This design comes from an exercise in tuning for small area, a short achievable clock period and few clock cycles per item on the open sky130 flow, not from production work. At most, simulation tests tie the RTL to the original design; equivalence was not proved. Only the layout flow was run in runs 4 to 6; the RTL was not checked for function there.

==> design.v <==
package skf_pkg;
  localparam int unsigned DataW   = 32;
  localparam int unsigned CfgIdxW = 1;
  localparam logic [DataW-1:0] ProcessNoiseRst     = 32'd655;
  localparam logic [DataW-1:0] MeasurementNoiseRst = 32'd6554;
endpackage
module scalar_kalman_filter #(
  parameter int unsigned FRAC_BITS = 16
) (
  input  logic        clk_i,
  input  logic        rst_ni,
  input  logic        cfg_valid_i,
  output logic        cfg_ready_o,
  input  logic [0:0]  cfg_index_i,
  input  logic [31:0] cfg_data_i,
  input  logic        s_axis_tvalid,
  output logic        s_axis_tready,
  input  logic [31:0] s_axis_tdata,
  input  logic        s_axis_tuser,
  output logic        m_axis_tvalid,
  input  logic        m_axis_tready,
  output logic [31:0] m_axis_tdata
);
  localparam logic [32:0] RsRst = {1'b0, skf_pkg::MeasurementNoiseRst} + 33'h0_FFFF_FFFF;
  logic        prep_q, div_q, last_q, s2_q, d1_q, hor;
  logic        prep_d, div_d, last_d;
  logic [2:0]  cnt_q;
  logic        tready_q, out_valid_q, primed_q, pone_q, pass_q, rz_q, force_q;
  logic [31:0] q_q;
  logic [32:0] rs_q;
  logic [32:0] zd_q;
  logic [31:0] pp_q;
  logic [32:0] den_q;
  logic [33:0] rem_q;
  logic        bh_q;
  logic [47:0] accp_q, accx_q;
  logic        stall, take, bhi, blo, s1, s2, sat;
  logic [31:0] p_cur, x_cur, pp_now;
  logic [33:0] rem1, rem2;
  logic [47:0] xa, xb, xc, xs, pa, pb, pc, ps;
  logic        xcin, pcin1, pcin2;
  assign cfg_ready_o   = 1'b1;
  assign s_axis_tready = tready_q;
  assign m_axis_tvalid = out_valid_q;
  assign m_axis_tdata  = accx_q[47:16];
  assign stall = out_valid_q && !m_axis_tready;
  assign take  = tready_q && s_axis_tvalid;
  assign p_cur = pone_q ? 32'h0001_0000 : accp_q[47:16];
  assign x_cur = accx_q[47:16];
  assign hor   = (div_q && (cnt_q != 3'd0)) || last_q;
  assign s1 = !rem_q[33];
  skf_add #(.W(34)) u_step1 (
    .a_i({rem_q[32:0], 1'b0}), .b_i({1'b0, den_q} ^ {34{s1}}), .c_i(s1), .s_o(rem1)
  );
  assign s2 = !rem1[33];
  skf_add #(.W(34)) u_step2 (
    .a_i({rem1[32:0], 1'b0}), .b_i({1'b0, den_q} ^ {34{s2}}), .c_i(s2), .s_o(rem2)
  );
  assign bhi = bh_q && !force_q;
  assign blo = !rem_q[33] && !force_q;
  always_comb begin
    xcin = 1'b0;
    xc   = 48'd0;
    if (prep_q) begin
      xa   = {16'd0, p_cur};
      xb   = {16'd0, q_q};
    end else if (d1_q) begin
      xa   = {{15{zd_q[32]}}, zd_q};
      xb   = ~{{16{x_cur[31]}}, x_cur};
      xcin = 1'b1;
    end else begin
      xa = s2_q ? {{14{x_cur[31]}}, x_cur, 2'b00} : {accx_q[45:0], 2'b00};
      xb = (s2_q && force_q) ? {{13{zd_q[32]}}, zd_q, 2'b00}
         : (bhi ? {{14{zd_q[32]}}, zd_q, 1'b0} : 48'd0);
      xc = blo ? {{15{zd_q[32]}}, zd_q} : 48'd0;
    end
  end
  skf_csadd #(.W(48)) u_xadd (
    .a_i(xa), .b_i(xb), .c_i(xc), .ci1_i(1'b0), .ci2_i(xcin), .s_o(xs)
  );
  always_comb begin
    pc    = 48'd0;
    pcin1 = 1'b0;
    pcin2 = 1'b0;
    if (prep_q) begin
      pa    = {14'd0, 2'b11, p_cur};
      pb    = {16'd0, q_q};
      pc    = {15'd0, rs_q};
      pcin2 = 1'b1;
    end else begin
      pa    = s2_q ? (rz_q ? 48'd0 : {14'd0, pp_q, 2'b00}) : {accp_q[45:0], 2'b00};
      pb    = bhi ? ~{15'd0, pp_q, 1'b0} : 48'd0;
      pc    = blo ? ~{16'd0, pp_q} : 48'd0;
      pcin1 = bhi;
      pcin2 = blo;
    end
  end
  skf_csadd #(.W(48)) u_padd (
    .a_i(pa), .b_i(pb), .c_i(pc), .ci1_i(pcin1), .ci2_i(pcin2), .s_o(ps)
  );
  assign sat    = xs[32];
  assign pp_now = sat ? 32'hFFFF_FFFF : xs[31:0];
  assign prep_d = (take && !s_axis_tuser) || (prep_q && stall);
  assign div_d  = (prep_q && !stall) || (div_q && (cnt_q != 3'd7));
  assign last_d = div_q && (cnt_q == 3'd7);
  always_ff @(posedge clk_i or negedge rst_ni) begin
    if (!rst_ni) begin
      prep_q      <= 1'b0;
      div_q       <= 1'b0;
      last_q      <= 1'b0;
      s2_q        <= 1'b0;
      d1_q        <= 1'b0;
      cnt_q       <= 3'd0;
      tready_q    <= 1'b1;
      out_valid_q <= 1'b0;
      primed_q    <= 1'b0;
      pone_q      <= 1'b1;
      pass_q      <= 1'b0;
      rz_q        <= 1'b0;
      force_q     <= 1'b0;
      q_q         <= skf_pkg::ProcessNoiseRst;
      rs_q        <= RsRst;
    end else begin
      prep_q   <= prep_d;
      div_q    <= div_d;
      last_q   <= last_d;
      s2_q     <= div_q && (cnt_q == 3'd0);
      d1_q     <= prep_q && !stall;
      tready_q <= !prep_d && !div_d;
      cnt_q    <= div_q ? cnt_q + 3'd1 : 3'd0;
      if (cfg_valid_i) begin
        if (cfg_index_i[0]) begin
          rs_q <= {1'b0, cfg_data_i} + 33'h0_FFFF_FFFF;
          rz_q <= (cfg_data_i == 32'd0);
        end else begin
          q_q <= cfg_data_i;
        end
      end
      if (last_q)              out_valid_q <= 1'b1;
      else if (m_axis_tready)  out_valid_q <= 1'b0;
      if (take) begin
        if (s_axis_tuser) begin
          primed_q <= 1'b0;
          pone_q   <= 1'b1;
        end else begin
          primed_q <= 1'b1;
          pass_q   <= !primed_q;
          force_q  <= !primed_q || rz_q;
        end
      end
      if (prep_q && !stall && !pass_q) pone_q <= 1'b0;
    end
  end
  always_ff @(posedge clk_i) begin
    bh_q <= s2;
    if (prep_q) begin
      rem_q <= {2'b00, pp_now};
      den_q <= sat ? rs_q : ps[32:0];
      pp_q  <= pp_now;
    end else begin
      rem_q <= rem2;
    end
    if (tready_q) zd_q <= {s_axis_tdata[31], s_axis_tdata};
    else if (d1_q) zd_q <= xs[32:0];
    if (hor) begin
      accx_q <= xs;
      if (!pass_q) accp_q <= ps;
    end
  end
endmodule
module skf_add #(
  parameter int unsigned W = 32
) (
  input  logic [W-1:0] a_i,
  input  logic [W-1:0] b_i,
  input  logic         c_i,
  output logic [W-1:0] s_o
);
  logic [W:0] g, p;
  always_comb begin
    g = {a_i & b_i, c_i};
    p = {a_i ^ b_i, 1'b0};
    for (int d = 1; d <= W; d = d * 2) begin
      for (int i = 2 * d - 1; i <= W; i = i + 2 * d) begin
        g[i] = g[i] | (p[i] & g[i - d]);
        p[i] = p[i] & p[i - d];
      end
    end
    for (int d = 64; d >= 1; d = d / 2) begin
      for (int i = 3 * d - 1; i <= W; i = i + 2 * d) begin
        g[i] = g[i] | (p[i] & g[i - d]);
        p[i] = p[i] & p[i - d];
      end
    end
  end
  assign s_o = a_i ^ b_i ^ g[W-1:0];
endmodule
module skf_csadd #(
  parameter int unsigned W = 32
) (
  input  logic [W-1:0] a_i,
  input  logic [W-1:0] b_i,
  input  logic [W-1:0] c_i,
  input  logic         ci1_i,
  input  logic         ci2_i,
  output logic [W-1:0] s_o
);
  logic [W-1:0] x, y;
  logic [W:0]   g, p;
  assign x = a_i ^ b_i ^ c_i;
  assign y = {(a_i[W-2:0] & b_i[W-2:0]) | (a_i[W-2:0] & c_i[W-2:0]) |
              (b_i[W-2:0] & c_i[W-2:0]), ci1_i};
  always_comb begin
    g = {x & y, ci2_i};
    p = {x ^ y, 1'b0};
    for (int d = 1; d <= W; d = d * 2) begin
      for (int i = 2 * d - 1; i <= W; i = i + 2 * d) begin
        g[i] = g[i] | (p[i] & g[i - d]);
        p[i] = p[i] & p[i - d];
      end
    end
    for (int d = 64; d >= 1; d = d / 2) begin
      for (int i = 3 * d - 1; i <= W; i = i + 2 * d) begin
        g[i] = g[i] | (p[i] & g[i - d]);
        p[i] = p[i] & p[i - d];
      end
    end
  end
  assign s_o = x ^ y ^ g[W-1:0];
endmodule
==> flow/run.sh <==
#!/bin/bash
set -euo pipefail
bash standard.sh SETUP_SLACK_MARGIN=6 finish > standard.log 2>&1
==> standard.sh <==
#!/bin/bash
# synth_recipe.tcl (not shown) runs the flow's synth.tcl, then flattens the netlist and writes it again
# the make line also repeats each setting of config.mk as NAME=value (left out here)
make -C /OpenROAD-flow-scripts/flow DESIGN_CONFIG=/design/flow/config.mk WORK_HOME=/design/flow/orfs CLKGATE_MAP_FILE= SYNTH_SCRIPT=/design/flow/synth_recipe.tcl "${@:-finish}"
==> config.mk <==
export PLATFORM = sky130hd
export DESIGN_NAME = scalar_kalman_filter
export DESIGN_NICKNAME = scalar_kalman_filter
export VERILOG_FILES = /design/flow/design.v
export SDC_FILE = /design/flow/constraint.sdc
export NUM_CORES = 4
export LEC_CHECK = 0
export CAP_MARGIN = 20
export CORE_MARGIN = 2
export CORE_UTILIZATION = 40
export SETUP_SLACK_MARGIN = 5
export SLEW_MARGIN = 20
==> constraint.sdc <==
create_clock -name core_clock -period 11.0 [get_ports {clk_i}]
set_input_delay 2.2000 -clock core_clock [delete_from_list [all_inputs] [get_ports {clk_i}]]
set_output_delay 2.2000 -clock core_clock [all_outputs]
set_load 0.01 [all_outputs]
==> flow_summary.ini, run 1 <==
[timing]
finalMaxSlewViolations = 0
fmaxAchievable_mhz = 170
finalWorstSetupSlack_ns = 5.13
finalSetupTns_ns = 0
finalSetupViolCount = 0
slew_headroom_pct = 29.6
finalCritPeriodShare_pct = 53.3
post-route-min-period_ns = 5.87
clock_skew_ns = 0.0231
worst_max_slew_pin_slew_ns = 1.06
rsz0062_at_grt = yes
hold_violations = 0

[detailed_routing]
drc = 0
vias_per_cell = 5.87
wl_per_cell_um = 25.6
top_layer = met5
wl_met3_um = 7760
route.layer.met1.wl_um = 34700
wirelength_um = 87700
detail_route.first_pass.iterations = 7
dr_wl_met2_um = 39800
first_iter_violations = 2269
vias = 20100
ant_nets = 0

[cts]
clk_pin_slew_worst_paths_ns = 0.06
cts.path.max_buffers = 3
cts_made_buffers = 38
cts_max_level = 2
cts_hold_buf = 0
cts.root.buffer_cell = sky130_fd_sc_hd__clkbuf_16
clk-insertion-delay-late_ns = 0.57
cts.sink_count = 309
cts_tree = done

[grt]
first_global_vias = 20400
grt_first_pass_wirelength_um = 129000
grt_total_usage_pct = 27.5
grt_start_max_net_pins = 72
overflow = 0
initial_antenna_violation_count = 2

[critical_path]
critPathCaptureType = register
crit_fanout = 6
startpoint_type = register
critical_path_required_ns = 11.44
setup.worst_path.class = reg2reg
critical_path_arrival_ns = 6.30
r2r_cells = 25

[final_layout]
finish.utilization_pct = 53.4
multiInputGateArea_mm2 = 0.0169
layout.nets = 3022
fillerInstances = 5094
drive_gt1_share_pct = 29.1
seqCellArea_mm2 = 0.00856
syn2layout_area_growth_pct = 32.4
number_of_antenna_cells_inserted = 0

[synthesis]
synth_warnings = 3
synth-seq-area-share_pct = 35.2
synth_edf_count = 194
syn-instance-count = 2377
syn-num-nets = 2783
syn_area_per_cell_um2 = 10.2
synth-async-reset-ratio_pct = 25.9
synth_seq_cells = 309
synth_cell_types = 75
ys.flop_type = sky130_fd_sc_hd__edfxtp_1
synth_area_mm2 = 0.0243

[floorplan]
top_level_ports = 106
die-width_um = 250
core-area_mm2 = 0.0602
die_area_mm2 = 0.0627
core.rowCount = 90
fp.dieH_um = 250
initial_utilization_pct = 40.3

[min_path]
whs_path_depth = 1
timing.hold.worst.class = reg2reg

[place]
dp_worst_setup_slack_ns = 3.65
dpl.hpwl_um = 57800
gp_congestion = 0.930
io_buffers = 104

[job]
drv.max_cap_violation_count = 0

[run_status]
status = no timing/DRC/antenna violations
## worst max-delay path, stage by stage, from the launching register on
cell	delay (ns)
sky130_fd_sc_hd__dfxtp_4	0.49
sky130_fd_sc_hd__buf_12	0.17
sky130_fd_sc_hd__xnor2_2	0.07
sky130_fd_sc_hd__ha_1	0.31
sky130_fd_sc_hd__a21o_1	0.19
sky130_fd_sc_hd__a21o_1	0.16
sky130_fd_sc_hd__a221oi_2	0.28
sky130_fd_sc_hd__o211ai_2	0.21
sky130_fd_sc_hd__a21o_1	0.24
sky130_fd_sc_hd__a211oi_4	0.35
sky130_fd_sc_hd__xnor2_4	0.17
sky130_fd_sc_hd__buf_12	0.17
sky130_fd_sc_hd__xnor2_4	0.13
sky130_fd_sc_hd__ha_4	0.22
sky130_fd_sc_hd__a21o_1	0.17
sky130_fd_sc_hd__a21o_1	0.17
sky130_fd_sc_hd__a2111o_1	0.38
sky130_fd_sc_hd__a31o_2	0.21
sky130_fd_sc_hd__a21o_1	0.17
sky130_fd_sc_hd__o211a_1	0.23
sky130_fd_sc_hd__inv_2	0.07
sky130_fd_sc_hd__o31ai_4	0.11
sky130_fd_sc_hd__buf_4	0.16
sky130_fd_sc_hd__a31o_2	0.21
sky130_fd_sc_hd__fa_2	0.44
sky130_fd_sc_hd__mux2_2	0.26
## synthesized netlist by cell type, drive strengths merged, types with 5 or more instances
cell type	number	area [um2]
and3	10	63.8
a21boi	6	45.1
xor2	73	639
a21o	85	638
nand2	351	1320
a221oi	34	310
o21ai	181	906
dfrtp	64	1600
nor2	83	312
clkbuf	85	319
a31o	7	61.3
xnor2	104	918
o21bai	5	37.5
dfstp	16	420
nor2b	9	56.3
fa	173	3460
a21oi	129	649
mux2i	31	310
edfxtp	194	5830
a31oi	14	87.6
a22oi	32	240
ha	162	2030
nor3	14	75.1
inv	125	469
mux2	70	788
nand3	18	90.1
o21a	11	82.6
nand4	17	106
and2	34	213
or3	14	87.6
a222oi	15	150
o31ai	5	51.3
a211oi	23	178
nand2b	30	188
buf	54	330
dfxtp	35	701
or2	20	125
## worst paths after layout
check / slack (ns) / to / startpoint
worst max register to register: 5.13 / rem_q[31] / rem_q[33]
worst max-delay path: 5.13 / rem_q[31] / rem_q[33]
worst min-delay path: 0.46 / cnt_q[0] / cnt_q[0]
min in group asynchronous: 1.51 / q_q[4] / rst_ni
max in group asynchronous: 8.17 / force_q / rst_ni
worst min register to register: 0.46 / cnt_q[0] / cnt_q[0]
## sequential cells by signal, summed over array words and instances (netlist names), 3 cells and up
| register | cells |
|---|---|
| zd_q | 33 |
| accp_q | 48 |
| pp_q | 32 |
| q_q | 32 |
| accx_q | 48 |
| rem_q | 34 |
| rs_q | 33 |
| cnt_q | 3 |
| den_q | 33 |
## area by class of cell
cell class              instances  share of cell area, %
clock buffers                  59                   3.75
repair buffers                330                   11.6
repair inverters                7                  0.350
inverters                     126                   1.65
clock inverters                11                  0.280
flip-flops and latches        309                   26.6
well taps                     782                   3.04
multi-input cells            1804                   52.7
## cells by family after synthesis
logic type,synth area share [%]
and+or+nand+nor,11.2
AOI/OAI and AO/OA,15.3
adders and majority gates,22.6
DFF,35.2
buffers and inverters,4.62
xor gates and xnor gates,6.51
muxes,4.52
other,0.0154
## cell usage in the layout, fill, tap and decap left out, types with 33 or more instances in the layout
cell                              instances
sky130_fd_sc_hd__clkbuf_16               44
sky130_fd_sc_hd__o21ai_0                147
sky130_fd_sc_hd__buf_4                  148
sky130_fd_sc_hd__dfrtp_1                 60
sky130_fd_sc_hd__clkdlybuf4s50_1        102
sky130_fd_sc_hd__ha_1                   129
sky130_fd_sc_hd__xnor2_1                 77
sky130_fd_sc_hd__nand2_2                 40
sky130_fd_sc_hd__nor2_1                  68
sky130_fd_sc_hd__nand2_1                279
sky130_fd_sc_hd__edfxtp_1               194
sky130_fd_sc_hd__a21o_1                  84
sky130_fd_sc_hd__dfxtp_1                 34
sky130_fd_sc_hd__xor2_1                  60
sky130_fd_sc_hd__inv_1                  108
sky130_fd_sc_hd__fa_1                   140
sky130_fd_sc_hd__a21oi_1                100
sky130_fd_sc_hd__mux2_2                  66
sky130_fd_sc_hd__fa_2                    33
## timing repair
action | in CTS | in global routing
gates cloned | 29 | 1
pin swaps | 137 | 137
gates resized for setup | 356 | 213
setup endpoints to repair | 219 | 155
buffers inserted | 121 | 57
## routing by layer
layer  vias up  track usage, %
li1       8834               -
met1     10100            35.8
met2       956            43.6
met3       243            5.65
met4         4            13.8
met5         -               0
## per-stage QoR
| step | std cells | hold slack (ns) | instance area (um2) |
|---|---|---|---|
| 2_1_floorplan | 2377 | 0.430 | 24600 |
| 3_3_place_gp | 3150 | 0.445 | 26100 |
| 3_5_place_dp | 3150 | 0.459 | 26100 |
| 4_1_cts | 3370 | 0.468 | 30600 |
| 5_1_grt | 3428 | 0.489 | 32200 |
| 6_report | 3428 | 0.462 | 32200 |
Testbench counts, summed over its fixed seeds: cycles 16,016, items 1,600.
==> run 2, diff against run 1 <==
==> run.sh (new file) <==
#!/bin/bash
# synth_recipe.tcl (not shown) runs the flow's synth.tcl, then flattens the netlist and writes it again
# the make line also repeats each setting of config.mk as NAME=value (left out here)
make -C /OpenROAD-flow-scripts/flow DESIGN_CONFIG=/design/flow/config.mk WORK_HOME=/design/flow/orfs CLKGATE_MAP_FILE= SYNTH_SCRIPT=/design/flow/synth_recipe.tcl finish
removed: flow/run.sh
removed: standard.sh
==> run 2 against run 1 <==
Against the previous run:
- synthesized area unchanged
- register-to-register slack got worse by 0.19 ns
==> flow_summary.ini, run 2 <==
[run_status]
status = no timing/DRC/antenna violations

[detailed_routing]
ant_nets = 0
wl_per_cell_um = 24.4
wirelength_um = 80100
top_layer = met5
first_iter_violations = 2087
vias = 19000
wl_met3_um = 6150
drc = 0
dr_wl_met2_um = 36100
detail_route.first_pass.iterations = 8
vias_per_cell = 5.79
route.layer.met1.wl_um = 34600

[cts]
cts.path.max_buffers = 3
cts_max_level = 2
cts.root.buffer_cell = sky130_fd_sc_hd__clkbuf_16
clk_pin_slew_worst_paths_ns = 0.06
clk-insertion-delay-late_ns = 0.57
cts_tree = done
cts_hold_buf = 0
cts_made_buffers = 39
cts.sink_count = 309

[synthesis]
synth_seq_cells = 309
dominant_cell_by_count_in_the_synthesized_netlist = sky130_fd_sc_hd__nand2_1
synth_area_leaders = sky130_fd_sc_hd__edfxtp_1 24%, sky130_fd_sc_hd__fa_1 14%, sky130_fd_sc_hd__ha_1 8.3%
synth_area_mm2 = 0.0243
syn-num-nets = 2783
synth_warnings = 3
synth_edf_count = 194
synthesized_area_fraction_occupied_by_adder_cells_pct = 22.6
post_synth_mux_area_share_pct = 4.52
synth_cell_types = 75
syn_area_per_cell_um2 = 10.2
synth_top_cell_by_area = sky130_fd_sc_hd__edfxtp_1
ys_top_cells_by_count = 351 x sky130_fd_sc_hd__nand2_1, 194 x sky130_fd_sc_hd__edfxtp_1, 181 x sky130_fd_sc_hd__o21ai_0
syn-instance-count = 2377
yosys.area_share.xor_xnor_pct = 6.51
complex_gate_fraction_of_the_synthesized_area_pct = 15.3
ys.flop_type = sky130_fd_sc_hd__edfxtp_1
synth-seq-area-share_pct = 35.2
synth-async-reset-ratio_pct = 25.9
synth_largest_type_area_fraction_pct = 24.0
combinational_family_with_the_most_area_after_synthesis = adder cells
post_synth_and_or_nand_nor_area_fraction_pct = 11.2

[final_layout]
layout.cells.most_common_list = 349 x sky130_fd_sc_hd__nand2_1, 194 x sky130_fd_sc_hd__edfxtp_1, 171 x sky130_fd_sc_hd__o21ai_0
fillerInstances = 5529
layout_commonest_cell = sky130_fd_sc_hd__nand2_1
layout_top_registers = accp_q (48), accx_q (48), rem_q (34)
syn2layout_area_growth_pct = 16.8
drive_gt1_share_pct = 13.3
layout.nets = 2871
final_cells = 3278

[place]
placed_cells = 3151
gp_congestion = 0.930
dpl.hpwl_um = 58700
io_buffers = 104

[timing]
finalSetupTns_ns = 0
worst_max_slew_pin_slew_ns = 0.975
rsz0062_at_grt = yes
finalSetupViolCount = 0
fmaxAchievable_mhz = 165
post-route-min-period_ns = 6.06
finalCritPeriodShare_pct = 55.1
hold_violations = 0
slew_headroom_pct = 35.0
clock_skew_ns = 0.0264
finalMaxSlewViolations = 0

[floorplan]
die_area_mm2 = 0.0627
core.rowCount = 90
initial_utilization_pct = 40.3
die-width_um = 250
core-area_mm2 = 0.0602
fp.dieH_um = 250
top_level_ports = 106

[grt]
grt_first_pass_wirelength_um = 120000
grt_total_usage_pct = 25.4
overflow = 0
initial_antenna_violation_count = 2
grt_start_max_net_pins = 128
first_global_vias = 19400

[critical_path]
startpoint_type = register
critical_path_required_ns = 11.44
crit_fanout = 7
setup.worst_path.class = reg2reg
critPathCaptureType = register
critical_path_arrival_ns = 6.50

[min_path]
timing.hold.worst.class = reg2reg

[job]
drv.max_cap_violation_count = 0
[run 2: through the flow]
step / area (um2) / setup slack, ns / utilization (%) / hold slack, ns
after floorplan: 24300 / 5.00 / - / 0.430
after global placement: 25900 / 3.86 / 43.0 / 0.448
after detailed placement: 25900 / 3.76 / 43.0 / 0.454
after CTS: 28000 / 5.00 / 46.5 / 0.461
after global routing: 28400 / 4.77 / 47.1 / 0.474
final: 28400 / 4.94 / 47.1 / 0.465
[run 2: kinds of logic (layout without fill, tap and decap cells)]
| group | after synthesis | after routing |
|---|---|---|
| buffers and inverters | 265 | 382 |
| adders and majority gates | 335 | 335 |
| muxes | 101 | 101 |
| xor gates and xnor gates | 178 | 178 |
| DFF | 309 | 309 |
| and+or+nand+nor | 611 | 612 |
| other | 1 | 2 |
| AOI/OAI and AO/OA | 577 | 577 |
[run 2: timing repair]
item | in CTS | in global routing
gates resized for setup | 66 | 50
setup endpoints to repair | 152 | 93
pin swaps | 31 | 51
cloned | 6 | 3
setup buffers | 33 | 13
[run 2: worst max-delay path, stage by stage, from the launching register on]
cell	delay, ns
sky130_fd_sc_hd__dfxtp_4	0.41
sky130_fd_sc_hd__buf_16	0.18
sky130_fd_sc_hd__xnor2_2	0.13
sky130_fd_sc_hd__ha_1	0.35
sky130_fd_sc_hd__o211ai_1	0.33
sky130_fd_sc_hd__a2111oi_4	0.13
sky130_fd_sc_hd__o211ai_1	0.19
sky130_fd_sc_hd__o211ai_2	0.22
sky130_fd_sc_hd__a21o_1	0.24
sky130_fd_sc_hd__a211oi_4	0.34
sky130_fd_sc_hd__xnor2_4	0.12
sky130_fd_sc_hd__buf_12	0.16
sky130_fd_sc_hd__xnor2_1	0.12
sky130_fd_sc_hd__ha_1	0.31
sky130_fd_sc_hd__a21o_1	0.19
sky130_fd_sc_hd__a21o_1	0.20
sky130_fd_sc_hd__a2111o_1	0.43
sky130_fd_sc_hd__a31o_2	0.21
sky130_fd_sc_hd__a21o_1	0.16
sky130_fd_sc_hd__o211a_1	0.23
sky130_fd_sc_hd__inv_2	0.06
sky130_fd_sc_hd__o31ai_4	0.09
sky130_fd_sc_hd__a21boi_4	0.25
sky130_fd_sc_hd__buf_6	0.14
sky130_fd_sc_hd__o31ai_4	0.05
sky130_fd_sc_hd__fa_2	0.41
sky130_fd_sc_hd__mux2_2	0.27
[run 2: final cells by class]
type                            instances  area [um2]  area share [%]
Timing Repair inverter                  1        5.00          0.0176
Antenna cell                            1        2.50         0.00882
Clock buffer                           49        1080            3.79
Inverter                              126         482            1.70
Timing Repair Buffer                  184        1990            7.02
Sequential cell                       309        8560            30.2
Clock inverter                         22         275           0.970
Tap cell                              782         978            3.45
Multi-Input combinational cell       1804       15000            52.9
[run 2: path summary, 6_finish.rpt]
kind	cells past startpoint	slack (ns)	start	end
max in group asynchronous	2	8.19	rst_ni	prep_q
worst min register to register	1	0.46	cnt_q[0]	cnt_q[0]
worst min-delay path	1	0.46	cnt_q[0]	cnt_q[0]
min in group asynchronous	1	1.49	rst_ni	q_q[5]
worst max register to register	26	4.94	rem_q[33]	rem_q[29]
worst max-delay path	26	4.94	rem_q[33]	rem_q[29]
[run 2: layer usage]
metal,vias to the layer above,track usage [%]
li1,8536,-
met1,9516,34.9
met2,781,39.9
met3,150,4.37
met4,2,9.82
met5,-,0
==> run 3, diff against run 2 <==
--- a/design.v
+++ b/design.v
@@ -49,13 +49,9 @@
   assign x_cur = accx_q[47:16];
   assign hor   = (div_q && (cnt_q != 3'd0)) || last_q;
   assign s1 = !rem_q[33];
-  skf_add #(.W(34)) u_step1 (
-    .a_i({rem_q[32:0], 1'b0}), .b_i({1'b0, den_q} ^ {34{s1}}), .c_i(s1), .s_o(rem1)
-  );
-  assign s2 = !rem1[33];
-  skf_add #(.W(34)) u_step2 (
-    .a_i({rem1[32:0], 1'b0}), .b_i({1'b0, den_q} ^ {34{s2}}), .c_i(s2), .s_o(rem2)
-  );
+  assign rem1 = {rem_q[32:0], 1'b0} + ({1'b0, den_q} ^ {34{s1}}) + {33'd0, s1};
+  assign s2   = !rem1[33];
+  assign rem2 = {rem1[32:0], 1'b0} + ({1'b0, den_q} ^ {34{s2}}) + {33'd0, s2};
   assign bhi = bh_q && !force_q;
   assign blo = !rem_q[33] && !force_q;
   always_comb begin
==> run 3 against run 2 <==
Against the previous run:
- largest cell class unchanged
- wire length grew 1.3%
- global-route usage is 0.58 points lower
- still clean on timing, DRC and antenna
- count of clock-buffer cells in the layout shrank 4
- worst hold slack lost 0.011 ns
- cell area rose by 0.25%
==> flow_summary.ini, run 3 <==
[detailed_routing]
wl_met3_um = 6280
top_layer = met5
first_iter_violations = 2093
dr_wl_met2_um = 36200
route.layer.met1.wl_um = 35900
vias_per_cell = 5.82
drc = 0
wirelength_um = 81100
detail_route.first_pass.iterations = 10
wl_per_cell_um = 23.5
vias = 20100
ant_nets = 0

[cts]
cts_hold_buf = 0
cts_tree = done
cts.path.max_buffers = 3
clk_pin_slew_worst_paths_ns = 0.06
cts.root.buffer_cell = sky130_fd_sc_hd__clkbuf_16
cts_made_buffers = 37
clk-insertion-delay-late_ns = 0.57
cts.sink_count = 309
cts_max_level = 2

[grt]
grt_first_pass_wirelength_um = 121000
grt_start_max_net_pins = 74
grt_total_usage_pct = 24.8
initial_antenna_violation_count = 3
first_global_vias = 19700
overflow = 0

[critical_path]
worst_r2r_startpoint = prep_q
worst-r2r-setup-slack_ns = 5.15
critical-path-top-delay-family = compound AO/OA/AOI/OAI gates
critical-path-max-stage-delay_ns = 0.59
setup.worst_path.class = reg2reg
startpoint_type = register
critical_path_required_ns = 11.31
critical_path.n_buffers_inverters = 3
setup.worst_path.start = prep_q
critPathMostFrequentCell = sky130_fd_sc_hd__a21o_1
critical_path_arrival_ns = 6.16
critPathCaptureType = register
worstPathCellList = buf_16 > buf_12 > a211oi_2 > a21oi_2 > fa_1 > inv_1 > ha_4 > a21o_1 > a21o_1 > a221o_1 > a221o_1 > a21o_2 > a311oi_4 > nand3b_1 > o31ai_1 > a21o_1 > a21o_1 > a21o_1 > a21o_1 > fa_1 > xor2_1
cp_slowest_cell = sky130_fd_sc_hd__dfrtp_4
crit_fanout = 49

[floorplan]
die_area_mm2 = 0.0639
core-area_mm2 = 0.0615
die-width_um = 253
fp.dieH_um = 253
core.rowCount = 91
initial_utilization_pct = 40.3
top_level_ports = 106

[synthesis]
ys.flop_type = sky130_fd_sc_hd__edfxtp_1
synth_largest_type_area_fraction_pct = 23.5
synth_warnings = 2
ys_top_cells_by_count = 341 x sky130_fd_sc_hd__nand2_1, 194 x sky130_fd_sc_hd__edfxtp_1, 178 x sky130_fd_sc_hd__a21oi_1
synth_area_mm2 = 0.0248
dominant_cell_by_count_in_the_synthesized_netlist = sky130_fd_sc_hd__nand2_1
synth_edf_count = 194
synth_area_leaders = sky130_fd_sc_hd__edfxtp_1 24%, sky130_fd_sc_hd__fa_1 12%, sky130_fd_sc_hd__ha_1 8.2%
synth_top_cell_by_area = sky130_fd_sc_hd__edfxtp_1
synth_seq_cells = 309
synth-seq-area-share_pct = 34.5
synth_cell_types = 76
syn-instance-count = 2580
synth-async-reset-ratio_pct = 25.9
syn-num-nets = 2956
syn_area_per_cell_um2 = 9.59

[timing]
worst_max_slew_pin_slew_ns = 1.04
hold_violations = 0
finalSetupTns_ns = 0
post-route-min-period_ns = 5.85
rsz0062_at_grt = yes
finalSetupViolCount = 0
finalCritPeriodShare_pct = 53.2
fmaxAchievable_mhz = 171
whs_ns = 0.454
slew_headroom_pct = 30.7
clock_skew_ns = 0.0264
finalMaxSlewViolations = 0

[final_layout]
syn2layout_area_growth_pct = 14.9
seqCellArea_mm2 = 0.00856
layout.cells.most_common_list = 339 x sky130_fd_sc_hd__nand2_1, 194 x sky130_fd_sc_hd__edfxtp_1, 177 x sky130_fd_sc_hd__a21oi_1
drive_gt1_share_pct = 9.08
layout_commonest_cell = sky130_fd_sc_hd__nand2_1
multiInputGateArea_mm2 = 0.0151
layout_top_registers = accp_q (48), accx_q (48), rem_q (34)
layout.nets = 3014
fillerInstances = 5838

[run_status]
status = no timing/DRC/antenna violations

[place]
gp_congestion = 0.959
io_buffers = 104
dpl.hpwl_um = 59500

[min_path]
hp-start = cnt_q[0]
timing.hold.worst.class = reg2reg

[job]
drv.max_cap_violation_count = 0
run 3: final timing paths:
kind / endpoint / depth (start not counted)
worst max-delay path: accx_q[46] / 21
worst min-delay path: cnt_q[0] / 1
worst max register to register: accx_q[46] / 21
worst min register to register: cnt_q[0] / 1
max in group asynchronous: d1_q / 2
min in group asynchronous: rs_q[1] / 1
run 3: cells by family after synthesis:
| family | synth area share [%] |
|---|---|
| buffers and inverters | 5.40 |
| AND/OR/NAND/NOR | 12.2 |
| adder cells (fa/ha/maj) | 19.8 |
| multiplexers | 3.26 |
| other | 0.0151 |
| flip-flops | 34.5 |
| XOR/XNOR | 7.14 |
| AO/OA/AOI/OAI | 17.7 |
run 3: through the flow:
stage / area [um2] / setup slack [ns] / std cells / utilization, %
floorplan: 24800 / 5.02 / 2580 / -
CTS: 27900 / 5.00 / 3431 / 45.4
global route: 28400 / 4.95 / 3455 / 46.3
global placement: 26400 / 4.27 / 3354 / 42.9
detailed placement: 26400 / 4.21 / 3354 / 42.9
finish: 28400 / 5.15 / 3458 / 46.3
run 3: area by class of cell:
type / count / share of cell area (%)
antenna: 3 / 0.0264
multi-input combinational: 1949 / 53.1
inverter: 175 / 2.39
tap: 790 / 3.47
clock buffer: 45 / 3.47
timing repair buffer: 165 / 6.63
clock inverter: 21 / 0.752
sequential: 309 / 30.1
timing repair inverter: 1 / 0.0264
run 3: metal layers:
layer  vias to the layer above  track usage [%]
met3                       112             4.03
met4                         2             6.98
met5                         -                0
met2                       862             38.7
li1                       9191                -
met1                      9966             35.5
run 3: timing repair:
action                                  CTS  global route
gates resized for setup                  44            43
endpoints found under the setup margin  117            87
setup buffers                             9            16
pin swaps                                 1            10
cloned                                    2             7
Testbench counts of run 3, summed over its fixed seeds: cycles 16,016, items 1,600.
==> run 4, diff against run 3 <==
--- a/design.v
+++ b/design.v
@@ -49,7 +49,8 @@
   assign x_cur = accx_q[47:16];
   assign hor   = (div_q && (cnt_q != 3'd0)) || last_q;
   assign s1 = !rem_q[33];
-  assign rem1 = {rem_q[32:0], 1'b0} + ({1'b0, den_q} ^ {34{s1}}) + {33'd0, s1};
+  assign rem1 = (d1_q ? {1'b0, pp_q, 1'b0} : {rem_q[32:0], 1'b0}) + ({1'b0, den_q} ^ {34{s1}})
+              + {33'd0, s1};
   assign s2   = !rem1[33];
   assign rem2 = {rem1[32:0], 1'b0} + ({1'b0, den_q} ^ {34{s2}}) + {33'd0, s2};
   assign bhi = bh_q && !force_q;
@@ -149,12 +150,10 @@
   end
   always_ff @(posedge clk_i) begin
     bh_q <= s2;
+    rem_q <= {rem2[33] && !prep_q, rem2[32:0]};
     if (prep_q) begin
-      rem_q <= {2'b00, pp_now};
       den_q <= sat ? rs_q : ps[32:0];
       pp_q  <= pp_now;
-    end else begin
-      rem_q <= rem2;
     end
     if (tready_q) zd_q <= {s_axis_tdata[31], s_axis_tdata};
     else if (d1_q) zd_q <= xs[32:0];
==> run 4 against run 3 <==
Against the previous run:
- clock skew decreased by 0.0049 ns
- largest cell class unchanged
- first-iteration DRC count decreased by 0.91%
- still clean
- global-route usage decreased by 0.53 points
- critical path type unchanged
==> flow_summary.ini, run 4 <==
[timing]
hold_violations = 0
post-route-min-period_ns = 5.81
worst_max_slew_pin_slew_ns = 0.939
finalSetupTns_ns = 0
rsz0062_at_grt = yes
finalCritPeriodShare_pct = 52.9
finalMaxSlewViolations = 0
clock_skew_ns = 0.0215
slew_headroom_pct = 37.4
finalWorstSetupSlack_ns = 5.19
whs_ns = 0.478
fmaxAchievable_mhz = 172
finalSetupViolCount = 0

[critical_path]
setup.worst_path.class = reg2reg
crit_fanout = 14
critical_path_required_ns = 11.48
critical_path_arrival_ns = 6.30
critPathCaptureType = register
critical-path-max-stage-delay_ns = 0.50
startpoint_type = register
cp_slowest_cell = sky130_fd_sc_hd__dfrtp_4
critPathMostFrequentCell = sky130_fd_sc_hd__buf_4

[synthesis]
synth_cell_types = 77
syn-instance-count = 2565
synth_area_mm2 = 0.0250
synth-async-reset-ratio_pct = 25.9
syn-num-nets = 2942
ys_top_cells_by_count = 384 x sky130_fd_sc_hd__nand2_1, 210 x sky130_fd_sc_hd__o21ai_0, 194 x sky130_fd_sc_hd__edfxtp_1
synth_seq_cells = 309
synth-seq-area-share_pct = 34.2
synth_top_cell_by_area = sky130_fd_sc_hd__edfxtp_1
ys.flop_type = sky130_fd_sc_hd__edfxtp_1
synth_area_leaders = sky130_fd_sc_hd__edfxtp_1 23%, sky130_fd_sc_hd__fa_1 11%, sky130_fd_sc_hd__ha_1 8.2%
synth_largest_type_area_fraction_pct = 23.3
synth_warnings = 2
synth_edf_count = 194
syn_area_per_cell_um2 = 9.74
dominant_cell_by_count_in_the_synthesized_netlist = sky130_fd_sc_hd__nand2_1

[detailed_routing]
wirelength_um = 78800
first_iter_violations = 2074
detail_route.first_pass.iterations = 6
drc = 0
wl_per_cell_um = 22.6
ant_nets = 0
vias_per_cell = 5.64
vias = 19600

[final_layout]
layout.cells.most_common_list = 383 x sky130_fd_sc_hd__nand2_1, 202 x sky130_fd_sc_hd__o21ai_0, 194 x sky130_fd_sc_hd__edfxtp_1
syn2layout_area_growth_pct = 14.3
drive_gt1_share_pct = 11.0
layout_top_registers = accp_q (48), accx_q (48), rem_q (34)
finalInstanceArea_mm2 = 0.0286
fillerInstances = 5914
layout.nets = 2996
seqCellArea_mm2 = 0.00856
multiInputGateArea_mm2 = 0.0155
layout_commonest_cell = sky130_fd_sc_hd__nand2_1

[floorplan]
fp.dieH_um = 254
core-area_mm2 = 0.0617
core.rowCount = 91
top_level_ports = 106
die-width_um = 254
die_area_mm2 = 0.0645
initial_utilization_pct = 40.5

[cts]
cts.root.buffer_cell = sky130_fd_sc_hd__clkbuf_16
cts.sink_count = 309
clk-insertion-delay-late_ns = 0.56
cts.path.max_buffers = 3
cts_made_buffers = 37
clk_pin_slew_worst_paths_ns = 0.07
cts_max_level = 2
cts_tree = done

[place]
dpl.hpwl_um = 59100
placed_cell_area_mm2 = 0.0266
io_buffers = 104
dp_worst_setup_slack_ns = 3.98
gp_congestion = 0.907

[grt]
grt_total_usage_pct = 24.3
grt_first_pass_wirelength_um = 119000
overflow = 0
initial_antenna_violation_count = 0
first_global_vias = 19300
grt_start_max_net_pins = 72

[run_status]
status = no timing/DRC/antenna violations

[min_path]
timing.hold.worst.class = reg2reg

[job]
drv.max_cap_violation_count = 0
run 4: layer usage:
layer	vias up	part of all wire (%)	GRT usage (%)
met5	-	0	0
met4	0	4.5	10.5
met3	133	7.6	3.60
met2	775	43	36.1
met1	9595	45	35.0
li1	9146	-	-
run 4: kinds of logic after synthesis:
group           count (synthesis)  share of synthesized area [%]
simple gates                  700                           12.7
mux                           113                           4.93
buf+inv                       289                           4.89
flops                         309                           34.2
other cells                     1                         0.0150
compound gates                641                           16.4
xor+xnor                      206                           7.25
fa+ha+maj                     306                           19.6
run 4: timing repair:
action | CTS | global route
setup endpoints to repair | 125 | 91
gates cloned | 1 | 4
pin swaps | 2 | 15
hold buffers | 0 | 0
gates resized for setup | 44 | 48
setup buffers | 11 | 17
run 4: through the flow:
step	util, %	instances
6_report	46.3	3483
2_1_floorplan	-	2565
4_1_cts	45.5	3460
3_3_place_gp	43.2	3383
3_5_place_dp	43.2	3383
5_1_grt	46.3	3482
run 4: final timing paths:
kind	from	end	slack, ns	cells after the start
worst max register to register	d1_q	rem_q[31]	5.19	25
worst min-delay path	q_q[0]	q_q[0]	0.48	2
worst max-delay path	d1_q	rem_q[31]	5.19	25
min in group asynchronous	rst_ni	cnt_q[2]	1.48	1
worst min register to register	q_q[0]	q_q[0]	0.48	2
max in group asynchronous	rst_ni	rs_q[11]	8.45	3
run 4: layout make-up:
cell class / count / share of cell area, %
Multi-Input combinational cell: 1967 / 54.2
Sequential cell: 309 / 30.0
Timing Repair Buffer: 163 / 6.28
Tap cell: 837 / 3.67
Clock buffer: 49 / 3.43
Inverter: 141 / 1.88
Clock inverter: 16 / 0.591
Antenna cell: 1 / 0.00876
run 4: critical path, delay by kind of cell, from the launching register on:
| family | cells | cell delay (ns) |
|---|---|---|
| mux | 1 | 0.26 |
| flops | 1 | 0.50 |
| compound gates | 10 | 2.50 |
| xor+xnor | 3 | 0.44 |
| buf+inv | 4 | 0.68 |
| simple gates | 5 | 0.71 |
| fa+ha+maj | 2 | 0.64 |
==> run 5, diff against run 4 <==
--- a/config.mk
+++ b/config.mk
@@ -8,5 +8,7 @@
 export CAP_MARGIN = 20
 export CORE_MARGIN = 2
 export CORE_UTILIZATION = 40
+export CTS_BUF_LIST = sky130_fd_sc_hd__clkbuf_8
+export CTS_CLUSTER_SIZE = 30
 export SETUP_SLACK_MARGIN = 5
 export SLEW_MARGIN = 20
==> run 5 against run 4 <==
Against the previous run:
- global-route usage about the same
- synthesized area unchanged
- maximum frequency about the same
- setup slack improved by 0.0019 ns
- sequential share of layout area decreased by 0.32 points
- worst hold slack improved by 0.0029 ns
- critical endpoint is now rem_q[30]
- clock skew increased by 0.013 ns
- core utilization increased by 0.50 points
- cell area increased by 1.1%
==> flow_summary.ini, run 5 <==
[final_layout]
fillerInstances = 5898
syn2layout_area_growth_pct = 15.5
seqCellArea_mm2 = 0.00856
multiInputGateArea_mm2 = 0.0155
layout_top_registers = accp_q (48), accx_q (48), rem_q (34)
drive_gt1_share_pct = 12.8
layout_commonest_cell = sky130_fd_sc_hd__nand2_1
layout.nets = 3021
layout.cells.most_common_list = 383 x sky130_fd_sc_hd__nand2_1, 202 x sky130_fd_sc_hd__o21ai_0, 194 x sky130_fd_sc_hd__edfxtp_1

[place]
dp_worst_setup_slack_ns = 3.98
dpl.hpwl_um = 59100
io_buffers = 104
gp_congestion = 0.907

[min_path]
whs_path_depth = 1
timing.hold.worst.class = reg2reg

[floorplan]
initial_utilization_pct = 40.5
core-area_mm2 = 0.0617
core.rowCount = 91
die-width_um = 254
die_area_mm2 = 0.0645
top_level_ports = 106
fp.dieH_um = 254

[synthesis]
synth_area_mm2 = 0.0250
synth_area_leaders = sky130_fd_sc_hd__edfxtp_1 23%, sky130_fd_sc_hd__fa_1 11%, sky130_fd_sc_hd__ha_1 8.2%
synth-seq-area-share_pct = 34.2
syn-instance-count = 2565
synth_edf_count = 194
dominant_cell_by_count_in_the_synthesized_netlist = sky130_fd_sc_hd__nand2_1
ys.flop_type = sky130_fd_sc_hd__edfxtp_1
synth_warnings = 2
ys_top_cells_by_count = 384 x sky130_fd_sc_hd__nand2_1, 210 x sky130_fd_sc_hd__o21ai_0, 194 x sky130_fd_sc_hd__edfxtp_1
synth-async-reset-ratio_pct = 25.9
synth_seq_cells = 309
syn-num-nets = 2942
synth_cell_types = 77
syn_area_per_cell_um2 = 9.74
synth_largest_type_area_fraction_pct = 23.3
synth_top_cell_by_area = sky130_fd_sc_hd__edfxtp_1

[critical_path]
worst-r2r-setup-slack_ns = 5.19
worst_r2r_startpoint = d1_q
setup.worst_path.class = reg2reg
critical_path_arrival_ns = 6.34
startpoint_type = register
critPathCaptureType = register
critical_path_required_ns = 11.52
setup.worst_path.start = d1_q
setup.worst_path.end = rem_q[30]
crit-reg2reg-capture = rem_q[30]
crit_fanout = 17
r2r_cells = 23

[cts]
cts.path.max_buffers = 3
cts_made_buffers = 59
cts_hold_buf = 0
cts_tree = done
clk_pin_slew_worst_paths_ns = 0.06
cts_max_level = 2
cts.root.buffer_cell = sky130_fd_sc_hd__clkbuf_8
clk-insertion-delay-late_ns = 0.67
cts.sink_count = 309

[timing]
slew_headroom_pct = 37.5
worst_max_slew_pin_slew_ns = 0.938
finalSetupViolCount = 0
clock_skew_ns = 0.0345
finalMaxSlewViolations = 0
finalSetupTns_ns = 0
rsz0062_at_grt = yes
finalCritPeriodShare_pct = 52.8
fmaxAchievable_mhz = 172
hold_violations = 0
finalWorstSetupSlack_ns = 5.19
post-route-min-period_ns = 5.81

[detailed_routing]
detail_route.first_pass.iterations = 6
first_iter_violations = 2113
drc = 0
vias_per_cell = 5.60
wirelength_um = 79400
wl_per_cell_um = 22.5
ant_nets = 0
vias = 19800

[job]
drv.max_cap_violation_count = 0

[grt]
grt_first_pass_wirelength_um = 119000
grt_start_max_net_pins = 72
initial_antenna_violation_count = 0
overflow = 0
first_global_vias = 19400
grt_total_usage_pct = 24.3

[run_status]
status = no timing/DRC/antenna violations
==> run 5: cell counts after synthesis <==
Identical to the previous run, type by type.
==> run 5: how the worst min path moves through the flow <==
stage	from	to	slack, ns
global route	last_q	out_valid_q	0.50
CTS	q_q[0]	q_q[0]	0.48
global placement	cnt_q[0]	cnt_q[0]	0.45
detailed placement	q_q[0]	q_q[0]	0.47
finish	cnt_q[0]	cnt_q[0]	0.48
floorplan	cnt_q[0]	cnt_q[0]	0.43
==> run 5: cell type report <==
type / instances / area share, %
antenna: 2 / 0.0173
clock buffer: 76 / 3.62
clock inverter: 35 / 1.18
inverter: 141 / 1.86
multi-input combinational: 1967 / 53.7
sequential: 309 / 29.7
tap: 837 / 3.63
timing repair buffer: 166 / 6.31
==> run 5: critical path, cell delays in order (launching register included) <==
cell	delay (ns)
sky130_fd_sc_hd__dfrtp_4	0.44
sky130_fd_sc_hd__buf_8	0.20
sky130_fd_sc_hd__mux2_2	0.36
sky130_fd_sc_hd__ha_1	0.45
sky130_fd_sc_hd__nand3_1	0.17
sky130_fd_sc_hd__or3_1	0.43
sky130_fd_sc_hd__nor4_4	0.28
sky130_fd_sc_hd__a221oi_4	0.14
sky130_fd_sc_hd__xnor2_4	0.29
sky130_fd_sc_hd__buf_12	0.19
sky130_fd_sc_hd__inv_1	0.07
sky130_fd_sc_hd__ha_1	0.22
sky130_fd_sc_hd__inv_1	0.09
sky130_fd_sc_hd__fa_1	0.23
sky130_fd_sc_hd__nor2b_2	0.07
sky130_fd_sc_hd__o21ai_2	0.23
sky130_fd_sc_hd__a2111oi_4	0.11
sky130_fd_sc_hd__o41a_1	0.39
sky130_fd_sc_hd__o21ai_2	0.29
sky130_fd_sc_hd__o21bai_4	0.11
sky130_fd_sc_hd__or4_1	0.43
sky130_fd_sc_hd__a31oi_1	0.17
sky130_fd_sc_hd__o21ai_0	0.13
sky130_fd_sc_hd__xor2_1	0.15
==> run 5: logic make-up (layout without fill, tap and decap cells) <==
kind of cell               count (synthesis)  count (layout)  share of synthesized area (%)
DFF                                      309             309                           34.2
buffers and inverters                    289             418                           4.89
other                                      1               3                         0.0150
adders and majority gates                306             306                           19.6
and+or+nand+nor                          700             700                           12.7
xor gates and xnor gates                 206             206                           7.25
muxes                                    113             113                           4.93
AOI/OAI and AO/OA                        641             641                           16.4
==> run 5: per-layer routing <==
layer / share of wire (%) / GRT usage [%] / vias to the layer above
met5: 0 / 0 / -
met4: 4.6 / 10.1 / 0
met3: 8.1 / 3.83 / 151
met2: 43 / 36.3 / 843
met1: 44 / 34.9 / 9581
li1: - / - / 9223
==> run 5: repair_timing <==
| item | CTS | global route |
|---|---|---|
| cloned | 1 | 5 |
| pin swaps | 2 | 22 |
| setup buffers | 12 | 18 |
| gates resized for setup | 46 | 52 |
| setup endpoints to repair | 124 | 89 |
==> run 5: metrics by stage <==
stage	std cells	utilization, %	hold slack, ns	cell area [um2]
after CTS	3507	45.9	0.481	28300
after floorplan	2565	-	0.430	25000
final	3533	46.8	0.481	28900
after detailed placement	3383	43.2	0.473	26600
after global routing	3531	46.8	0.501	28900
after global placement	3383	43.2	0.447	26600
==> run 6, diff against run 5 <==
--- a/design.v
+++ b/design.v
@@ -163,33 +163,6 @@
     end
   end
 endmodule
-module skf_add #(
-  parameter int unsigned W = 32
-) (
-  input  logic [W-1:0] a_i,
-  input  logic [W-1:0] b_i,
-  input  logic         c_i,
-  output logic [W-1:0] s_o
-);
-  logic [W:0] g, p;
-  always_comb begin
-    g = {a_i & b_i, c_i};
-    p = {a_i ^ b_i, 1'b0};
-    for (int d = 1; d <= W; d = d * 2) begin
-      for (int i = 2 * d - 1; i <= W; i = i + 2 * d) begin
-        g[i] = g[i] | (p[i] & g[i - d]);
-        p[i] = p[i] & p[i - d];
-      end
-    end
-    for (int d = 64; d >= 1; d = d / 2) begin
-      for (int i = 3 * d - 1; i <= W; i = i + 2 * d) begin
-        g[i] = g[i] | (p[i] & g[i - d]);
-        p[i] = p[i] & p[i - d];
-      end
-    end
-  end
-  assign s_o = a_i ^ b_i ^ g[W-1:0];
-endmodule
 module skf_csadd #(
   parameter int unsigned W = 32
 ) (
--- a/config.mk
+++ b/config.mk
@@ -8,7 +8,5 @@
 export CAP_MARGIN = 20
 export CORE_MARGIN = 2
 export CORE_UTILIZATION = 40
-export CTS_BUF_LIST = sky130_fd_sc_hd__clkbuf_8
-export CTS_CLUSTER_SIZE = 30
-export SETUP_SLACK_MARGIN = 5
+export SETUP_SLACK_MARGIN = 4.5
 export SLEW_MARGIN = 20
==> run 6 against run 5 <==
Against the previous run:
- global-route usage down 0.15 points
- sequential share of layout area increased by 0.80 points
- die area stayed put
- cell area is 2.7% lower
- setup slack worse by 0.40 ns
- clock skew fell by 0.0038 ns
- highest routed layer unchanged
- non-clock buffer count is 31 lower
- synthesized area is the same
- first-iteration DRC count is 6.1% lower
- synthesized cell count unchanged
- critical endpoint is now rem_q[32]
- largest cell class unchanged
- sequential cell count unchanged
==> flow_summary.ini, run 6 <==
[run_status]
status = no timing/DRC/antenna violations

[critical_path]
cp_slowest_cell = sky130_fd_sc_hd__dfrtp_4
setup.worst_path.start = d1_q
critPathMostFrequentCell = sky130_fd_sc_hd__o21ai_0
critical-path-max-stage-delay_ns = 0.56
critical-path-top-delay-family = compound AO/OA/AOI/OAI gates
crit_fanout = 34
critical_path_arrival_ns = 6.64
r2r_cells = 25
critPathCaptureType = register
startpoint_type = register
depth_of_the_critical_timing_path_with_buffers_and_inverters_included = 25
critical_path.n_buffers_inverters = 4
critical_path_required_ns = 11.43
worst_r2r_startpoint = d1_q
setup.worst_path.class = reg2reg

[final_layout]
finish.utilization_pct = 45.5
number_of_antenna_cells_inserted = 0
fillerInstances = 5965
drive_gt1_share_pct = 9.54
syn2layout_area_growth_pct = 12.5
layout.cells.most_common_list = 383 x sky130_fd_sc_hd__nand2_1, 209 x sky130_fd_sc_hd__o21ai_0, 194 x sky130_fd_sc_hd__edfxtp_1
layout_commonest_cell = sky130_fd_sc_hd__nand2_1
layout_top_registers = accp_q (48), accx_q (48), rem_q (34)
layout.nets = 2969

[timing]
finalCritPeriodShare_pct = 56.5
finalSetupTns_ns = 0
rsz0062_at_grt = yes
finalSetupViolCount = 0
clock_skew_ns = 0.0307
finalWorstSetupSlack_ns = 4.78
hold_violations = 0
fmaxAchievable_mhz = 161
post-route-min-period_ns = 6.22
worst_max_slew_pin_slew_ns = 1.02
finalMaxSlewViolations = 0
slew_headroom_pct = 32.1

[detailed_routing]
wl_per_cell_um = 22.2
vias = 19500
drc = 0
detail_route.first_pass.iterations = 7
ant_nets = 0
first_iter_violations = 1985
wirelength_um = 76700
vias_per_cell = 5.65

[cts]
cts.root.buffer_cell = sky130_fd_sc_hd__clkbuf_16
cts_made_buffers = 38
cts.path.max_buffers = 3
cts_max_level = 2
clk-insertion-delay-late_ns = 0.57
clk_pin_slew_worst_paths_ns = 0.06
cts_tree = done
cts.sink_count = 309

[synthesis]
synth-async-reset-ratio_pct = 25.9
synth_cell_types = 77
dominant_cell_by_count_in_the_synthesized_netlist = sky130_fd_sc_hd__nand2_1
synth_top_cell_by_area = sky130_fd_sc_hd__edfxtp_1
syn_area_per_cell_um2 = 9.74
synth_edf_count = 194
synth_largest_type_area_fraction_pct = 23.3
synth-seq-area-share_pct = 34.2
syn-instance-count = 2565
synth_seq_cells = 309
synth_area_leaders = sky130_fd_sc_hd__edfxtp_1 23%, sky130_fd_sc_hd__fa_1 11%, sky130_fd_sc_hd__ha_1 8.2%
synth_warnings = 2
ys_top_cells_by_count = 384 x sky130_fd_sc_hd__nand2_1, 210 x sky130_fd_sc_hd__o21ai_0, 194 x sky130_fd_sc_hd__edfxtp_1
synth_area_mm2 = 0.0250
syn-num-nets = 2942
ys.flop_type = sky130_fd_sc_hd__edfxtp_1

[floorplan]
fp.dieH_um = 254
die-width_um = 254
top_level_ports = 106
die_area_mm2 = 0.0645
initial_utilization_pct = 40.5
core.rowCount = 91
core-area_mm2 = 0.0617

[grt]
initial_antenna_violation_count = 1
first_global_vias = 19400
grt_start_max_net_pins = 140
grt_total_usage_pct = 24.1
overflow = 0
grt_first_pass_wirelength_um = 118000

[min_path]
hp-start = last_q
whs_path_depth = 1
timing.hold.worst.class = reg2reg

[place]
io_buffers = 104
dp_worst_setup_slack_ns = 3.72
gp_congestion = 0.942
dpl.hpwl_um = 58100

[job]
drv.max_cap_violation_count = 0
-- run 6: cell types whose count changed in the layout (fill, tap and decap cells not counted), sizes merged, moves of 2 or more --
cell,before,now
buf,57,32
bufinv,7,3
clkbuf,81,48
clkinv,18,11
clkinvlp,2,4
diode,2,0
inv,149,144
-- run 6: routing by layer --
metal	vias up	share of wire [%]	global-route usage [%]
li1	9100	-	-
met3	142	8.4	4.27
met4	0	4.2	9.51
met1	9513	43	33.6
met5	-	0	0
met2	783	44	37.2
-- run 6: area by class of cell --
class	instances	area, um2	share of cell area (%)
clock buffers	48	1050	3.74
flip-flops and latches	309	8560	30.5
well taps	837	1050	3.73
clock inverters	21	194	0.690
inverters	141	533	1.90
repair buffers	135	1390	4.95
multi-input cells	1967	15300	54.5
-- run 6: path summary, 6_finish.rpt --
kind                               end  slack (ns)
setup / recovery             rem_q[32]        4.78
min in group asynchronous  out_valid_q        1.48
max in group asynchronous     rs_q[14]        8.31
setup reg to reg             rem_q[32]        4.78
hold / removal             out_valid_q        0.48
hold reg to reg            out_valid_q        0.48
-- run 6: stage by stage --
step | instance area, um2 | std cells | hold WS, ns
6_report | 28100 | 3458 | 0.476
5_1_grt | 28100 | 3458 | 0.480
4_1_cts | 28000 | 3457 | 0.470
3_3_place_gp | 26600 | 3383 | 0.446
3_5_place_dp | 26600 | 3383 | 0.459
2_1_floorplan | 25000 | 2565 | 0.430
-- run 6: kinds of logic (layout without fill, tap and decap cells) --
kind of cell	count (synthesis)	in the layout	share of synthesized area, %
adder cells (fa/ha/maj)	306	306	19.6
other	1	1	0.0150
AND/OR/NAND/NOR	700	700	12.7
multiplexers	113	113	4.93
AO/OA/AOI/OAI	641	641	16.4
flip-flops	309	309	34.2
XOR/XNOR	206	206	7.25
buffers and inverters	289	345	4.89
-- run 6: worst reg2reg max path, delay by kind of cell (launching register included) --
kind	cells	cell delay, ns
buf+inv	4	0.64
mux	1	0.38
fa+ha+maj	3	0.99
simple gates	3	0.54
xor+xnor	2	0.30
flops	1	0.56
compound gates	12	2.65
-- run 6: repair_timing --
action	4_1_cts	5_1_grt
pin swaps	0	1
gates resized for setup	9	18
hold buffers	0	0
endpoints found under the setup margin	95	87
setup buffers	5	1

## afterwards: timing with drivers on the ports
The results above use ideal ports. As a check the final layouts listed here were re-extracted and re-timed, cells and wires unchanged.
Step 1 assumes that a clkbuf_16 drives the clock port and a buf_2 every other input.
Step 2 adds t to the input delays and takes it off the output delays; t is the mean of the earliest and latest rising clock arrival at the registers after step 1. Input paths then give back, and output paths get back, about the clock's delay inside the block.
Three values: ideal ports, drivers, drivers and shift; two values: the first two.
run | t (ns) | setup slack, ns | worst hold slack (ns) | latest minus earliest clock arrival (ns) | worst register clock-pin slew, ns
run 1 | 0.619 | 5.134 / 5.134 / 5.134 | 0.462 / 0.462 / 0.462 | 0.024 / 0.023 | 0.07 / 0.07
run 2 | 0.619 | 4.942 / 4.942 / 4.942 | 0.465 / 0.465 / 0.465 | 0.027 / 0.027 | 0.07 / 0.07
run 3 | 0.612 | 5.145 / 5.145 / 5.120 | 0.454 / 0.454 / 0.454 | 0.026 / 0.026 | 0.07 / 0.07
run 4 | 0.610 | 5.185 / 5.185 / 5.185 | 0.478 / 0.478 / 0.478 | 0.021 / 0.022 | 0.07 / 0.07
run 5 | 0.715 | 5.187 / 5.187 / 5.187 | 0.481 / 0.481 / 0.481 | 0.035 / 0.034 | 0.07 / 0.07
run 6 | 0.613 | 4.785 / 4.785 / 4.785 | 0.476 / 0.476 / 0.476 | 0.031 / 0.032 | 0.06 / 0.06
After both steps every run listed still meets setup and hold. For run 3, which loses most, drivers alone change the setup slack by 0.000 ns; drivers and shift together by -0.025 ns.
